Background: an optimization exercise with open tools, aiming at small area and a short achievable clock period. Do not read the settings as production practice. Function was checked by simulation only, so behaviour that the tests miss may differ from the original. Power is estimated from default activity; no workload was simulated.

// fifo_flags_top
module fifo_flags_top (
  input  logic        clk,
  input  logic        rst_n,
  input  logic        winc,
  input  logic [31:0] wdata,
  input  logic        wclr_err,
  output logic        wfull,
  output logic        walmost_full,
  output logic        woverflow,
  output logic [6:0]  wlevel,
  input  logic        rinc,
  input  logic        rclr_err,
  output logic [31:0] rdata,
  output logic        rempty,
  output logic        ralmost_empty,
  output logic        runderflow,
  output logic [6:0]  rlevel
);
  async_fifo_flags #(
    .WIDTH(32), .DEPTH(64), .SYNC_STAGES(2), .AF_LEVEL(60), .AE_LEVEL(4), .FWFT(0)
  ) u_fifo (
    .wclk(clk), .rclk(clk), .rst_n(rst_n),
    .winc(winc), .wdata(wdata), .wclr_err(wclr_err),
    .wfull(wfull), .walmost_full(walmost_full), .woverflow(woverflow), .wlevel(wlevel),
    .rinc(rinc), .rclr_err(rclr_err), .rdata(rdata), .rempty(rempty),
    .ralmost_empty(ralmost_empty), .runderflow(runderflow), .rlevel(rlevel)
  );
endmodule
make LEC_CHECK=0 CAP_MARGIN=20 CORE_MARGIN=2 CORE_UTILIZATION=63 CTS_CLUSTER_DIAMETER=100 CTS_CLUSTER_SIZE=30 PLACE_DENSITY=0.72 SETUP_SLACK_MARGIN=1.9 SLEW_MARGIN=20 finish   # period 4.0 ns
run.sh (not shown) runs the stock make flow with config.mk's settings and CLKGATE_MAP_FILE= SYNTH_SCRIPT=/design/flow/synth_recipe.tcl, a recipe that flattens the netlist after the stock synthesis.
Then changed:
SETUP_SLACK_MARGIN = 1.8   (was 1.9)
Result: The changed run ran to the end with no violations. Wire length falls slightly. Power came out lower slightly. Synthesized cell count is unchanged. Count of clock-buffer cells in the layout climbs by 2. Clock skew went up by 9.0 ps. First-iteration DRC count is lower slightly.
Then changed:
CORE_UTILIZATION = 60   (was 63)
PLACE_DENSITY = 0.7   (was 0.72)
Effect:
- global-route usage came out lower by 1.3 points
- power barely changes
- design area came out higher slightly
- worst setup slack degrades by 19 ps
- worst hold slack degrades by 17 ps
- core utilization came out lower by 3.0 points
- area after synthesis is unchanged
- wire length came out higher by a few percent
- maximum frequency came out lower slightly
- critical path depth came out higher by 3

---

Another version of the RTL of fifo_flags_top (not shown whole).
Size in the first run: ~4200 cells after synthesis, roughly 2100 flip-flops, roughly 90 I/O pins, roughly 0.077 mm^2 of cells after synthesis.
## fifo_flags_top
module fifo_flags_top (
  input  logic        clk,
  input  logic        rst_n,
  input  logic        winc,
  input  logic [31:0] wdata,
  input  logic        wclr_err,
  output logic        wfull,
  output logic        walmost_full,
  output logic        woverflow,
  output logic [6:0]  wlevel,
  input  logic        rinc,
  input  logic        rclr_err,
  output logic [31:0] rdata,
  output logic        rempty,
  output logic        ralmost_empty,
  output logic        runderflow,
  output logic [6:0]  rlevel
);
  async_fifo_flags #(
    .WIDTH(32), .DEPTH(64), .SYNC_STAGES(2), .AF_LEVEL(60), .AE_LEVEL(4), .FWFT(0)
  ) u_fifo (
    .wclk(clk), .rclk(clk), .rst_n(rst_n),
    .winc(winc), .wdata(wdata), .wclr_err(wclr_err),
    .wfull(wfull), .walmost_full(walmost_full), .woverflow(woverflow), .wlevel(wlevel),
    .rinc(rinc), .rclr_err(rclr_err), .rdata(rdata), .rempty(rempty),
    .ralmost_empty(ralmost_empty), .runderflow(runderflow), .rlevel(rlevel)
  );
endmodule
clock: 4.0 ns
lec_check: 0
cap_margin: 20
core_margin: 2
core_utilization: 65
cts_buf_list: sky130_fd_sc_hd__clkbuf_8
cts_cluster_size: 30
place_density: 0.75
setup_slack_margin: 1.8
slew_margin: 20
The first run completed without violations.
Edit:
Settings changed: CTS_BUF_LIST sky130_fd_sc_hd__clkbuf_8 to not set, CTS_CLUSTER_SIZE 30 to not set.
Effect: Final cell count fell by 2.8%. Final area rose by 0.73%. Non-clock buffer count rose by 23. Die area does not change. Synthesized cell count is unchanged.

---

fifo_flags_top, a different RTL version from the one above (not shown whole).
For scale: roughly 4300 cells after synthesis, roughly 2200 flip-flops, about 90 I/O pins, ~78000 µm² of cells after synthesis.
make LEC_CHECK=0 CAP_MARGIN=20 CORE_MARGIN=2 CORE_UTILIZATION=60 CTS_CLUSTER_DIAMETER=100 CTS_CLUSTER_SIZE=30 PLACE_DENSITY=0.62 SETUP_SLACK_MARGIN=1.8 SLEW_MARGIN=20 finish   # period 4.0 ns
Rerun with:
Settings changed: ABC_CLOCK_PERIOD_IN_PS from default to 2000, CORE_UTILIZATION 60 to 70, CTS_CLUSTER_DIAMETER 100 to default, CTS_CLUSTER_SIZE 30 to default, PLACE_DENSITY 0.62 to 0.8, SETUP_SLACK_MARGIN 1.8 to 1.7.
Outcome: This time the run produced a layout that fails on antenna rules; total power grows by 20%; via count is higher by 11%; routed wire length went up by 8.6%; critical path depth goes up by 1; non-clock buffer count went down by 69; synthesized area is unchanged; sequential share of layout area is lower by 1.9 points.
Rerun with:
Settings changed: ABC_CLOCK_PERIOD_IN_PS 2000 to default, CORE_UTILIZATION 70 to 63, CTS_CLUSTER_DIAMETER from default to 100, CTS_CLUSTER_SIZE from default to 30, PLACE_DENSITY 0.8 to 0.72, SETUP_SLACK_MARGIN 1.7 to 1.75.
After rerunning: The changed run passed the timing, design-rule and antenna checks. Via count came out lower by 9.1%. Setup slack gets better by 0.43 ns. Non-clock buffer count grows by 12. Register-to-register slack gets better by 0.43 ns. Fmax rises by 18%. Clock skew increases by 0.018 ns. Final area shrinks by 4.0%. Synthesized area does not change. Core utilization drops by 12 points. Sequential power hardly moves. First-iteration DRC count falls by 27%.
Rerun with:
Settings changed: CORE_UTILIZATION 63 to 60, PLACE_DENSITY 0.72 to 0.7, SETUP_SLACK_MARGIN 1.75 to 1.5.
Routed wire length came out lower by a few percent.
Cell area shrinks by a few percent.
Fmax is lower by a little under a tenth.
Synthesized cell count stays the same.
Clock-buffer cell count is unchanged.

---

JK:
fifo_flags_top again, from the RTL that the note above started with.
==> flow/config.mk <==
export PLATFORM = sky130hd
export DESIGN_NAME = fifo_flags_top
export DESIGN_NICKNAME = fifo_flags_top
export VERILOG_FILES = /design/flow/design.v
export SDC_FILE = /design/flow/constraint.sdc
export NUM_CORES = 4
export LEC_CHECK = 0
export CAP_MARGIN = 20
export CORE_MARGIN = 2
export CORE_UTILIZATION = 60
export CTS_CLUSTER_DIAMETER = 100
export CTS_CLUSTER_SIZE = 25
export PLACE_DENSITY = 0.7
export SETUP_SLACK_MARGIN = 1.75
export SLEW_MARGIN = 20
export TNS_END_PERCENT = 20
==> flow/constraint.sdc <==
create_clock -name core_clock -period 4.0 [get_ports {clk}]
set_input_delay 0.8000 -clock core_clock [delete_from_list [all_inputs] [get_ports {clk}]]
set_output_delay 0.8000 -clock core_clock [all_outputs]
set_load 0.01 [all_outputs]
Relative to JK, the following input files were edited for MS:
-- flow/config.mk --
<<< JK, line 12
export CTS_CLUSTER_SIZE = 25
>>> MS, line 12
export CTS_CLUSTER_SIZE = 30
<<< JK, line 16
export TNS_END_PERCENT = 20
>>> MS, line 16
--- outcome ---
Clock period minus worst slack delta (MS − JK): favourable
The higher total power of MS and JK is in JK.
The final area reported for MS is greater than that of JK by about 1.1%.
On maximum fanout along the worst path: MS sits below JK.
Clock group share of total power: lower on MS
The inputs of AL differ from those of MS as listed below.
-- flow/config.mk --
<<< MS, line 10
export CORE_UTILIZATION = 60
>>> AL, line 10
export CORE_UTILIZATION = 55
<<< MS, line 13
export PLACE_DENSITY = 0.7
>>> AL, line 13
export PLACE_DENSITY = 0.65
Notes after the runs:
AL vs. MS: number of gates resized after cts increased by 8.3% relative to the old numbers; worst path setup slack after routing decreased by 0.13 ns relative to the old numbers.
MS has a higher detailed-routed wire length on met3 than AL.
Higher pin count of the biggest net entering global routing among AL and MS: MS
Looking at initial antenna violation count across AL and MS, the one that comes out lower is AL.
Die outline height, AL and MS: higher on AL
In the reports for AL and MS, the larger multi-input logic area belongs to MS.
AL vs. MS: clock skew went up by 0.0084 ns.
Sort AL and MS by sequential cell area share desc -> top: AL
AL vs MS: final cell count up slightly
Inputs modified between AL and TR:
-- flow/config.mk --
<<< AL, line 10
export CORE_UTILIZATION = 55
export CTS_CLUSTER_DIAMETER = 100
export CTS_CLUSTER_SIZE = 30
export PLACE_DENSITY = 0.65
export SETUP_SLACK_MARGIN = 1.75
>>> TR, line 10
export CORE_UTILIZATION = 70
export PLACE_DENSITY = 0.8
export SETUP_SLACK_MARGIN = 1.7
Notes after the runs:
- TR completed end to end; final checks failed (antenna rules).
- Delta (TR minus AL): clock buffer count in the final layout grew by 127; final count of pins violating max slew held steady; clock-pin slew on the worst setup and hold paths shrank by 0.06 ns; part of the total power dissipated in the clock network grew by 12 points.
- Changes observed in TR relative to AL: core occupancy in the finished layout up 20 points, cell area up 3.8%.
- Summary — post-placement setup slack, TR relative to AL: higher, by 0.025 ns.
- In the flow results for AL and TR, the share of cell area taken by multi-input logic gates is smaller on TR.

---

Starting RTL as in the previous note.
clock: 4.0 ns
lec_check: 0
cap_margin: 20
core_margin: 2
core_utilization: 60
cts_cluster_diameter: 100
cts_cluster_size: 30
gpl_routability_driven: 0
place_density: 0.7
setup_slack_margin: 1.75
slew_margin: 20
The starting point completed with no timing, DRC or antenna violations.
==> next run, changes <==
CTS_CLUSTER_SIZE = 28   (was 30)
GPL_ROUTABILITY_DRIVEN = default   (was 0)
SETUP_SLACK_MARGIN = 1.62   (was 1.75)
Outcome:
- The new run completed with no timing, DRC or antenna violations
- global-route usage decreases by 1.7 points
- synthesized area does not change
- design area decreases by 3.1%
- register-to-register slack got worse by 20 ps
- setup slack got worse by 21 ps
- routed wire length decreases by 4.4%
- power barely changes
- sequential power is about the same

[what the ideal ports hide]
How much do the figures lean on ideal ports? The routed layouts below were timed once more, with nothing changed but the port constraints.
Step 1 (the two cells are an assumption about what drives the block):
set clk [get_ports {clk}]
set_driving_cell -lib_cell sky130_fd_sc_hd__clkbuf_16 $clk
set_driving_cell -lib_cell sky130_fd_sc_hd__buf_2 [delete_from_list [all_inputs] $clk]
Step 2 moves the port delays by t, midway between the first and last clock arrival at a register: inputs arrive t later, outputs are due t later. That takes back most of the time a late clock gives input paths.
a / b / c = no drivers / after step 1 / after step 2; a / b = the first two.
run | t, ns | setup WS [ns] | hold slack, ns | slew at the worst register clock pin (ns)
the first run of note 1 | 0.804 | 1.803 / 1.723 / 1.142 | 0.164 / 0.164 / 0.164 | 0.12 / 0.12
the second run of note 1 | 0.814 | 1.766 / 1.687 / 1.141 | 0.213 / 0.156 / 0.356 | 0.11 / 0.11
the third run of note 1 | 0.839 | 1.747 / 1.696 / 1.316 | 0.197 / 0.137 / 0.262 | 0.12 / 0.12
the first run of note 2 | 1.079 | 1.360 / 1.360 / 0.901 | 0.159 / 0.115 / 0.345 | 0.07 / 0.07
the second run of note 2 | 0.886 | 1.410 / 1.410 / 1.062 | 0.151 / 0.096 / 0.347 | 0.07 / 0.07
the first run of note 3 | 0.795 | 1.479 / 1.479 / 1.091 | 0.222 / 0.160 / 0.352 | 0.12 / 0.12
the second run of note 3 | 0.911 | 1.165 / 1.165 / 0.808 | 0.133 / 0.080 / 0.349 | 0.08 / 0.08
the third run of note 3 | 0.807 | 1.598 / 1.598 / 1.002 | 0.222 / 0.163 / 0.362 | 0.12 / 0.12
the fourth run of note 3 | 0.803 | 1.377 / 1.377 / 0.792 | 0.220 / 0.175 / 0.220 | 0.12 / 0.12
JK | 0.845 | 1.377 / 1.377 / 0.850 | 0.169 / 0.138 / 0.169 | 0.10 / 0.10
MS | 0.798 | 1.581 / 1.581 / 1.018 | 0.237 / 0.180 / 0.315 | 0.12 / 0.12
AL | 0.826 | 1.453 / 1.453 / 1.010 | 0.227 / 0.161 / 0.361 | 0.12 / 0.12
TR | 0.911 | 1.165 / 1.165 / 0.808 | 0.133 / 0.080 / 0.349 | 0.08 / 0.08
the first run of note 5 | 0.798 | 1.581 / 1.581 / 1.018 | 0.237 / 0.180 / 0.315 | 0.12 / 0.12
the second run of note 5 | 0.807 | 1.561 / 1.551 / 0.819 | 0.214 / 0.160 / 0.358 | 0.11 / 0.11
The setup slack of the second run of note 5, which loses most, moves by -0.010 ns with the drivers and by -0.742 ns with both steps.
